Context: an optimization exercise on an open-source flow, tuned for a short achievable clock period and few clock cycles. The choices shown serve that exercise and are no tape-out recipe.
Where RTL was checked, it was by simulation tests only, not by an equivalence proof against the original.
Power and IR drop assume default switching activity.

before:
==> flow/design.v (excerpt) <==
module cpu_top
(
  input  logic                   clk,
  input  logic                   reset,
  input  logic [16-1:0] instr_word,
  output logic [10-1:0]   iaddr,
  input  logic                   wb_ack_i,
  input  logic [16-1:0] wb_dat_i,
  output logic                   wb_cyc_o,
  output logic                   wb_stb_o,
  output logic                   wb_we_o,
  output logic [16-1:0]  wb_adr_o,
  output logic [16-1:0] wb_dat_o,
  output logic                   halted
);
clock: 7.0 ns
lec_check: 0
abc_clock_period_in_ps: 2000
cap_margin: 20
core_margin: 2
core_utilization: 40
setup_slack_margin: 5
slew_margin: 20
tns_end_percent: 100
run.sh (not shown) runs the stock make flow with config.mk's settings and CLKGATE_MAP_FILE= SYNTH_SCRIPT=/design/flow/synth_recipe.tcl, a recipe that flattens the netlist after the stock synthesis.
#### Input delta (after over before)
-- flow/design.v --
<<< before, line 232
  input  logic [10-1:0]    pc_inc,
  input  logic                    stall,
  input  logic                    w_zero,
  input  logic                    w_eqb,
>>> after, line 232
  input  logic [10-1:0]    pc_inc,
  input  logic                    stall,
  output logic                    hold,
  input  logic                    w_zero,
  input  logic                    w_eqb,
<<< before, line 350
      lp_zero <= 1'b0;
    end
    else if (!stall)
    begin
      d_alu   <= f_alu;
>>> after, line 351
      lp_zero <= 1'b0;
    end
    else if (!hold)
    begin
      d_alu   <= f_alu;
<<< before, line 361
  assign f_zero = d_sf ? lp_zero : (d_known && flag_e);
  assign f_take  = f_jmp || (f_jz && f_zero) || (f_jnz && !f_zero);
  assign bus_start = d_go && (d_ld || d_st);
  assign bus_load  = v_d && (d_ld || d_st);
  assign bus_we    = d_st;
  always_ff @(posedge clk)
  begin
    if (!stall)
    begin
      for (int i = 1; i < (1 << 4); i++)
>>> after, line 362
  assign f_zero = d_sf ? lp_zero : (d_known && flag_e);
  assign f_take  = f_jmp || (f_jz && f_zero) || (f_jnz && !f_zero);
  logic dhold;
  assign dhold = v_d && (d_ld || d_st) && e_sf && ((d_st && d_fe_a) || d_fe_b);
  assign hold  = stall || dhold;
  assign bus_start = d_go && (d_ld || d_st) && !dhold;
  assign bus_load  = v_d && (d_ld || d_st) && !dhold;
  assign bus_we    = d_st;
  always_ff @(posedge clk)
  begin
    if (!hold)
    begin
      for (int i = 1; i < (1 << 4); i++)
<<< before, line 377
      d_fw_a <= e_we && (e_rd == f_ins.ra);
      d_fw_b <= e_we && (e_rd == f_ins.rb);
    end
  end
>>> after, line 381
      d_fw_a <= e_we && (e_rd == f_ins.ra);
      d_fw_b <= e_we && (e_rd == f_ins.rb);
    end
    else if (dhold)
    begin
      d_fe_a <= 1'b0;
      d_fe_b <= 1'b0;
      d_fw_a <= d_fe_a;
      d_fw_b <= d_fe_b;
    end
  end
<<< before, line 392
      halted <= 1'b0;
    end
    else if (!stall)
    begin
      v_d    <= !(redirect || (v_d && d_halt) || halted);
      ir     <= f_ins;
      pred_d <= f_take;
      pcp1_d <= pc_inc;
      e_we   <= d_we && !red_e;
      e_sf   <= d_sf && !red_e;
      e_br   <= d_cond && !d_known && !red_e;
      halted <= halted || (d_go && d_halt);
    end
  end
>>> after, line 403
      halted <= 1'b0;
    end
    else
    begin
      if (!hold)
      begin
        v_d    <= !(redirect || (v_d && d_halt) || halted);
        ir     <= f_ins;
        pred_d <= f_take;
        pcp1_d <= pc_inc;
      end
      if (!stall)
      begin
        e_we   <= d_we && !red_e && !dhold;
        e_sf   <= d_sf && !red_e;
        e_br   <= d_cond && !d_known && !red_e;
        halted <= halted || (d_go && d_halt);
      end
    end
  end
<<< before, line 466
  logic [10-1:0]   pc_inc;
  logic                   stall;
  logic [7:0]             w_nz;
  logic                   f_take;
>>> after, line 483
  logic [10-1:0]   pc_inc;
  logic                   stall;
  logic                   hold;
  logic [16-1:0] e_y_bus;
  logic [16-1:0] dat_n;
  logic [16-1:0] adr_n;
  logic [7:0]             w_nz;
  logic                   f_take;
<<< before, line 511
    .clk         (clk),
    .reset       (reset),
    .hold        (stall),
    .redirect    (redirect),
    .redirect_pc (redirect_pc),
>>> after, line 532
    .clk         (clk),
    .reset       (reset),
    .hold        (hold),
    .redirect    (redirect),
    .redirect_pc (redirect_pc),
<<< before, line 525
    .pc_inc      (pc_inc),
    .stall       (stall),
    .w_zero      (w_zero),
    .w_eqb       (w_y == w_b),
>>> after, line 546
    .pc_inc      (pc_inc),
    .stall       (stall),
    .hold        (hold),
    .w_zero      (w_zero),
    .w_eqb       (w_y == w_b),
<<< before, line 595
  assign a_n = fe_a ? e_y_inv : (ea ^ {16{d_sub}});
  assign b_n = fe_b ? e_y : eb;
  always_ff @(posedge clk)
  begin
>>> after, line 617
  assign a_n = fe_a ? e_y_inv : (ea ^ {16{d_sub}});
  assign b_n = fe_b ? e_y : eb;
  assign e_y_bus = e_op[4] ? wb_dat_i : b_q;
  assign dat_n   = fe_a ? e_y_bus : ea;
  assign adr_n   = fe_b ? e_y_bus : eb;
  always_ff @(posedge clk)
  begin
<<< before, line 618
    .load     (bus_load),
    .start_we (bus_we),
    .adr      (b_n),
    .wdata    (a_n),
    .wb_ack_i (wb_ack_i),
    .wb_cyc_o (wb_cyc_o),
>>> after, line 643
    .load     (bus_load),
    .start_we (bus_we),
    .adr      (adr_n),
    .wdata    (dat_n),
    .wb_ack_i (wb_ack_i),
    .wb_cyc_o (wb_cyc_o),
Die: after bigger than before
Compared with before, power density over the cells in after decreased by a few percent.
In after relative to before, die boundary height had gone up slightly.
met5 as the uppermost layer routed was reported by before, and met4 by after.
after vs. before: final period demand of the worst path moved down; core box area went up; sequential share of cell area fell by 2.5 points.
Testbench counts of after, summed over its fixed seeds: cycles 41,263.
Function not checked in before: the RTL went through the layout flow alone.

afterwards: timing with drivers on the ports:
How much do the figures lean on ideal ports? The routed layouts below were timed once more, with nothing changed but the port constraints.
Step 1, drivers: a clkbuf_16 drives clk and a buf_2 each remaining input, both assumed.
Step 2 moves the port delays by t, midway between the first and last clock arrival at a register: inputs arrive t later, outputs are due t later. That takes back most of the time a late clock gives input paths.
a / b / c = ideal / step 1 / step 2; a / b = the first two.
| run | shift t [ns] | setup slack, ns | latest minus earliest clock arrival (ns) | worst data-port slew with drivers (ns) |
|---|---|---|---|---|
| before | 0.673 | 4.381 / 4.342 / 3.826 | 0.035 / 0.035 | 0.06 |
| after | 0.676 | 4.399 / 4.343 / 3.897 | 0.030 / 0.030 | 0.06 |
After both steps every run listed still meets setup and hold. The setup slack of before, which loses most, moves by -0.039 ns with the drivers and by -0.555 ns with both steps.
